From an optimization exercise on the open Yosys and OpenROAD flow, aimed at small area; shortcuts taken in it are not production practice. Only simulation tests tie the RTL to the original design; equivalence was not proved. Power figures rest on the tool's default switching activity, not on a simulated workload.

**design/flow/config.mk**
```make
export PLATFORM = sky130hd
export DESIGN_NAME = regfile_mp
export DESIGN_NICKNAME = regfile_mp
export VERILOG_FILES = /design/flow/design.v
export SDC_FILE = /design/flow/constraint.sdc
export NUM_CORES = 4
export LEC_CHECK = 0
export CAP_MARGIN = 20
export CORE_MARGIN = 2
export CORE_UTILIZATION = 40
export SLEW_MARGIN = 20
```
**design/flow/design.v**
```verilog
module regfile_mp_rport #(
  parameter int DSIZE  = 32,
  parameter int ASIZE  = 5,
  parameter int NREG   = 32,
  parameter int BYPASS = 1
) (
  input  logic                       run,
  input  logic [ASIZE-1:0]           raddr,
  input  logic [NREG-1:0][DSIZE-1:0] regs,
  input  logic [NREG-1:0]            busy,
  input  logic                       we1,
  input  logic [ASIZE-1:0]           waddr1,
  input  logic [DSIZE-1:0]           wdata1,
  input  logic                       we2,
  input  logic [ASIZE-1:0]           waddr2,
  input  logic [DSIZE-1:0]           wdata2,
  output logic [DSIZE-1:0]           rdata,
  output logic                       busyo
);
  localparam logic [31:0] NREG_L = 32'(NREG);
  logic ok, hit1, hit2;
  always_comb begin
    ok    = run && (raddr != '0) && (32'(raddr) < NREG_L);
    hit1  = (BYPASS != 0) && we1 && (waddr1 == raddr);
    hit2  = (BYPASS != 0) && we2 && (waddr2 == raddr);
    rdata = '0;
    if (ok) begin
      if (hit1)      rdata = wdata1;
      else if (hit2) rdata = wdata2;
      else           rdata = regs[raddr];
    end
    busyo = ok && busy[raddr] && !hit1 && !hit2;
  end
endmodule
module regfile_mp #(
  parameter int DSIZE  = 32,
  parameter int ASIZE  = 5,
  parameter int NREG   = 32,
  parameter int BYPASS = 1
) (
  input  logic             clk,
  input  logic             rst,
  input  logic             wen1,
  input  logic [ASIZE-1:0] waddr1,
  input  logic [DSIZE-1:0] wdata1,
  input  logic             wen2,
  input  logic [ASIZE-1:0] waddr2,
  input  logic [DSIZE-1:0] wdata2,
  input  logic [ASIZE-1:0] raddr1,
  input  logic [ASIZE-1:0] raddr2,
  input  logic             issue_en,
  input  logic [ASIZE-1:0] issue_addr,
  output logic [DSIZE-1:0] rdata1,
  output logic [DSIZE-1:0] rdata2,
  output logic             busy1,
  output logic             busy2,
  output logic             ready
);
  localparam logic [31:0] NREG_L = 32'(NREG);
  typedef enum logic {INIT, RUN} state_t;
  state_t                     state;
  logic [ASIZE-1:0]           cnt;
  logic [NREG-1:0][DSIZE-1:0] regdata;
  logic [NREG-1:0]            busy;
  logic                       run, we1, we2, iss;
  logic [1:0][ASIZE-1:0] raddr_v;
  logic [1:0][DSIZE-1:0] rdata_v;
  logic [1:0]            busy_v;
  function automatic logic addr_ok(input logic [ASIZE-1:0] a);
    addr_ok = (a != '0) && (32'(a) < NREG_L);
  endfunction
  always_comb begin
    run = (state == RUN);
    we1 = run && wen1 && addr_ok(waddr1);
    we2 = run && wen2 && addr_ok(waddr2);
    iss = run && issue_en && addr_ok(issue_addr);
  end
  always_ff @(posedge clk) begin
    if (rst) begin
      state <= INIT;
      cnt   <= '0;
      ready <= 1'b0;
    end else begin
      case (state)
        INIT: begin
          cnt <= cnt + 1'b1;
          if (cnt == ASIZE'(NREG - 1)) begin
            state <= RUN;
            ready <= 1'b1;
          end
        end
        RUN: ;
        default: state <= INIT;
      endcase
    end
  end
  always_ff @(posedge clk) begin
    if (state == INIT) begin
      regdata[cnt] <= '0;
    end else begin
      if (we2) regdata[waddr2] <= wdata2;
      if (we1) regdata[waddr1] <= wdata1;
    end
  end
  always_ff @(posedge clk) begin
    if (rst) begin
      busy <= '0;
    end else begin
      busy[0] <= 1'b0;
      for (int i = 1; i < NREG; i++) begin
        if (iss && (issue_addr == ASIZE'(i)))
          busy[i] <= 1'b1;
        else if ((we1 && (waddr1 == ASIZE'(i))) || (we2 && (waddr2 == ASIZE'(i))))
          busy[i] <= 1'b0;
      end
    end
  end
  assign raddr_v = {raddr2, raddr1};
  for (genvar g = 0; g < 2; g++) begin : g_rp
    regfile_mp_rport #(
      .DSIZE(DSIZE), .ASIZE(ASIZE), .NREG(NREG), .BYPASS(BYPASS)
    ) u_rp (
      .run    (run),
      .raddr  (raddr_v[g]),
      .regs   (regdata),
      .busy   (busy),
      .we1    (we1),
      .waddr1 (waddr1),
      .wdata1 (wdata1),
      .we2    (we2),
      .waddr2 (waddr2),
      .wdata2 (wdata2),
      .rdata  (rdata_v[g]),
      .busyo  (busy_v[g])
    );
  end
  assign rdata1 = rdata_v[0];
  assign rdata2 = rdata_v[1];
  assign busy1  = busy_v[0];
  assign busy2  = busy_v[1];
endmodule
```
**design/flow/run.sh**
```bash
#!/bin/bash
# synth_recipe.tcl (not shown) runs the flow's synth.tcl, then flattens the netlist and writes it again
# the make line also repeats each setting of config.mk as NAME=value (left out here)
make -C /OpenROAD-flow-scripts/flow DESIGN_CONFIG=/design/flow/config.mk WORK_HOME=/design/flow/orfs CLKGATE_MAP_FILE= SYNTH_SCRIPT=/design/flow/synth_recipe.tcl finish
```
**design/flow/constraint.sdc**
```tcl
create_clock -name core_clock -period 10.0 [get_ports {clk}]
set_input_delay 2.0000 -clock core_clock [delete_from_list [all_inputs] [get_ports {clk}]]
set_output_delay 2.0000 -clock core_clock [all_outputs]
set_load 0.01 [all_outputs]
```
==> impl_metrics.sql <==
INSERT INTO impl_metrics (metric_group, metric, value, unit) VALUES
('route', 'via_per_inst', '7.31', ''),
('layout', 'finish.utilization', '44.8', '%'),
('die', 'core_region_area', '160000', 'sq um'),
('sta', 'worst_tran_pin_value', '1390', 'ps'),
('clock_network', 'cts-root-buf', 'sky130_fd_sc_hd__clkbuf_16', ''),
('power', 'power_per_cell_area', '138', 'nW/um^2'),
('yosys', 'count_of_unique_library_cells_instantiated_by_yosys', '81', ''),
('setup_path', 'slowest_stage', 'sky130_fd_sc_hd__clkdlybuf4s50_1', ''),
('setup_path', 'cp.arrival', '6920', 'ps'),
('yosys', 'commonest_register_cell_after_synthesis', 'sky130_fd_sc_hd__dfxtp_1', ''),
('place', 'half_perimeter_wire_length_after_detailed_placement', '197', 'mm'),
('status', 'status', 'no timing/DRC/antenna violations', ''),
('power', 'vdd.ir_drop.worst', '0.138', 'mV'),
('global_routing', 'global_route.usage.met3', '14.8', '%'),
('sta', 'setup_viol_count_final', '0', ''),
('min_path', 'holdCritPathClass', 'reg2reg', ''),
('global_routing', 'antenna_found_initial', '28', ''),
('power', 'total_leakage_power', '25.0', 'nW'),
('sta', 'grt_setup_unrepaired', 'false', ''),
('global_routing', 'global_route.usage.met1', '48.0', '%'),
('yosys', 'synth_top_cells_by_area', 'sky130_fd_sc_hd__dfxtp_1 (33%), sky130_fd_sc_hd__mux2i_1 (12%), sky130_fd_sc_hd__mux4_2 (11%), sky130_fd_sc_hd__a221o_1 (7.3%), sky130_fd_sc_hd__clkbuf_1 (4.2%)', ''),
('power', 'total_switching_power', '2.72', 'mW'),
('clock_network', 'tritoncts_num_sinks', '1062', ''),
('sta', 'final.setup_skew', '59.7', 'ps'),
('global_routing', 'grt_use_met2', '52.7', '%'),
('yosys', 'yosys.cell_count.top_type', 'sky130_fd_sc_hd__dfxtp_1', ''),
('yosys', 'synth.avg_cell_area', '9.13', 'sq um'),
('place', 'dp.cells', '8725', ''),
('route', 'routed_wire_length_per_instance', '35.6', 'um'),
('yosys', 'number_of_enable_flip_flop_cells_after_synthesis', '0', ''),
('setup_path', 'cp_data_required_time', '8000', 'ps'),
('clock_network', 'cts_max_path_buffers', '3', ''),
('clock_network', 'cts_made_buffers', '118', ''),
('sta', 'max_slew_headroom', '6.80', '%'),
('yosys', 'netlist_area', '64500', 'sq um'),
('global_routing', 'grt_overflow', '0', ''),
('sta', 'finalMaxSlewViolations', '0', ''),
('global_routing', 'grt_util_all_layers', '37.3', '%'),
('global_routing', 'grt_most_used_layer', 'met2', ''),
('power', 'power_frac_comb', '10.1', '%'),
('route', 'ant_nets', '0', ''),
('setup_path', 'end_kind', 'output pin', ''),
('die', 'die_x', '405', 'um'),
('yosys', 'synth_warnings', '2', ''),
('yosys', 'ys_ff_latch', '1062', ''),
('global_routing', 'grt_max_degree', '168', ''),
('place', 'last_weighted_congestion_value_of_the_routability_driven_placer', '1.01', ''),
('yosys', 'synth_seq_area_share', '33.0', '%'),
('layout', 'stdcell_count', '8950', ''),
('power', 'intPower', '7.16', 'mW'),
('route', 'drt_pass1_iterations', '9', ''),
('clock_network', 'post-cts-setup-buffer-count', '0', ''),
('clock_network', 'worstSkewPairLatency', '780', 'ps'),
('setup_path', 'worstPathMaxFanout', '50', ''),
('sta', 'setup_total_negative_slack', '0', 'ps'),
('die', 'initial_utilization', '40.2', '%'),
('power', 'switching_share', '27.5', '%'),
('route', 'route.detailed.drc', '0', ''),
('yosys', 'mappedNetlistNets', '7169', ''),
('setup_path', 'start_kind', 'input port', ''),
('yosys', 'yosysTopAreaCell', 'sky130_fd_sc_hd__dfxtp_1', ''),
('setup_path', 'path_cells', 'clkdlybuf4s50_1 > inv_1 > ha_1 > and2_1 > ha_1 > nand3b_1 > nor4_1 > nand3_4 > buf_4 > nand3_1 > o211ai_1 > nand3_1 > clkdlybuf4s50_1', ''),
('layout', 'area_growth', '11.4', '%'),
('sta', 'final-hold-violation-count', '0', ''),
('power', 'totalPowerFinal', '9.88', 'mW'),
('die', 'placementRows', '147', ''),
('clock_network', 'hold_fix_buffers_cts', '0', ''),
('power', 'p_clk_share', '46.1', '%'),
('clock_network', 'tritoncts', 'yes', ''),
('yosys', 'synthDominantCellAreaShare', '33.0', '%'),
('power', 'sequentialPowerShare', '43.8', '%');
-- path summary, 6_finish.rpt --
| path | end | start | depth (start not counted) | slack, ps |
|---|---|---|---|---|
| max | rdata1[12] | waddr2[1] | 13 | 1080 |
| min | regdata[96] | regdata[96] | 2 | 450 |
| max reg2reg | regdata[237] | state | 7 | 5590 |
| min reg2reg | regdata[96] | regdata[96] | 2 | 450 |
-- registers in the layout, summed over array words and instances, names as in the netlist --
signal,count
cnt,5
regdata,1024
busy,31
ready,1
state,1
-- layout by cell type, fill, tap and decap left out, types with 32 or more instances in the layout --
master and count:
sky130_fd_sc_hd__o21ai_0 293, sky130_fd_sc_hd__nand2_1 485, sky130_fd_sc_hd__buf_4 243, sky130_fd_sc_hd__o22ai_1 169, sky130_fd_sc_hd__and3_1 60, sky130_fd_sc_hd__a21o_1 107, sky130_fd_sc_hd__clkdlybuf4s50_1 146, sky130_fd_sc_hd__nor2b_1 50
sky130_fd_sc_hd__nor3_1 44, sky130_fd_sc_hd__nand3_1 227, sky130_fd_sc_hd__o211ai_1 96, sky130_fd_sc_hd__a21oi_1 420, sky130_fd_sc_hd__a31oi_1 46, sky130_fd_sc_hd__mux4_2 317, sky130_fd_sc_hd__a222oi_1 32, sky130_fd_sc_hd__nor2_1 507
sky130_fd_sc_hd__a22oi_1 173, sky130_fd_sc_hd__a211oi_1 105, sky130_fd_sc_hd__o221ai_1 246, sky130_fd_sc_hd__mux2i_1 745, sky130_fd_sc_hd__a221o_1 472, sky130_fd_sc_hd__dfxtp_1 1061, sky130_fd_sc_hd__o2bb2ai_1 64, sky130_fd_sc_hd__inv_1 45
sky130_fd_sc_hd__clkbuf_16 120, sky130_fd_sc_hd__and2_1 87
-- metrics by stage --
step	setup WS, ps	cell area, sq um
floorplan	3330	64500
global route	811	71800
global placement	1390	67800
detailed placement	1190	67800
finish	1080	71800
CTS	1200	71700
-- kinds of logic (layout without fill, tap and decap cells) --
kind of cell | Yosys count | in the layout | share of synthesized area [%]
adder cells (fa/ha/maj) | 16 | 16 | 0.311
AND/OR/NAND/NOR | 1621 | 1621 | 11.4
XOR/XNOR | 25 | 25 | 0.340
flip-flops | 1062 | 1062 | 33.0
buffers and inverters | 950 | 669 | 5.79
multiplexers | 1065 | 1065 | 22.7
AO/OA/AOI/OAI | 2320 | 2320 | 26.5
other | 0 | 12 | 0
-- power groups by stage --
stage          clock network [mW]  registers, mW  logic, mW
2_1_floorplan                   0           4.40      0.550
3_3_place_gp                    0           4.41      0.938
3_5_place_dp                    0           4.42      0.943
4_1_cts                      4.55           4.32      0.945
5_1_grt                      4.71           4.33       1.00
6_report                     4.55           4.32      0.999
-- final cells by class --
class                      count  area [sq um]  area share (%)
inverter                      48           180           0.251
antenna                       12          30.0          0.0418
timing repair buffer         408          3540            4.94
clock inverter                38           447           0.622
tap                         2160          2700            3.76
sequential                  1062         21300            29.6
clock buffer                 175          3480            4.85
multi-input combinational   5047         40100            55.9
-- worst max-delay path: cells and delay by family --
kind	cells	cell delay, ps
AO/OA/AOI/OAI	1	100
adder cells (fa/ha/maj)	2	770
buffers and inverters	4	1960
AND/OR/NAND/NOR	6	2020
-- layer usage --
layer	vias to the layer above	part of all wire, %
met2	5285	41
met5	-	0.22
met3	1229	16
li1	26667	-
met1	32159	37
met4	44	6.2

## afterwards: timing with drivers on the ports
The flow's constraints put no driver on any port. The routed layout listed below was extracted and timed again, unchanged, in two steps. Step 1, drivers: a clkbuf_16 drives clk and a buf_2 each remaining input, both assumed. Step 2 also shifts input and output timing later by t, the mid clock arrival at the registers, as if the neighbouring blocks saw the same clock. Three values: ideal ports, drivers, drivers and shift; two values: the first two.
t (ns): 0.831
setup slack, ns: 1.079 / 1.008 / 1.008
hold slack, ns: 0.454 / 0.454 / 0.454
worst register clock-pin slew, ns: 0.07 / 0.07
After both steps setup and hold are still met in this run. The setup slack of this run moves by -0.071 ns with the drivers and by -0.071 ns with both steps.
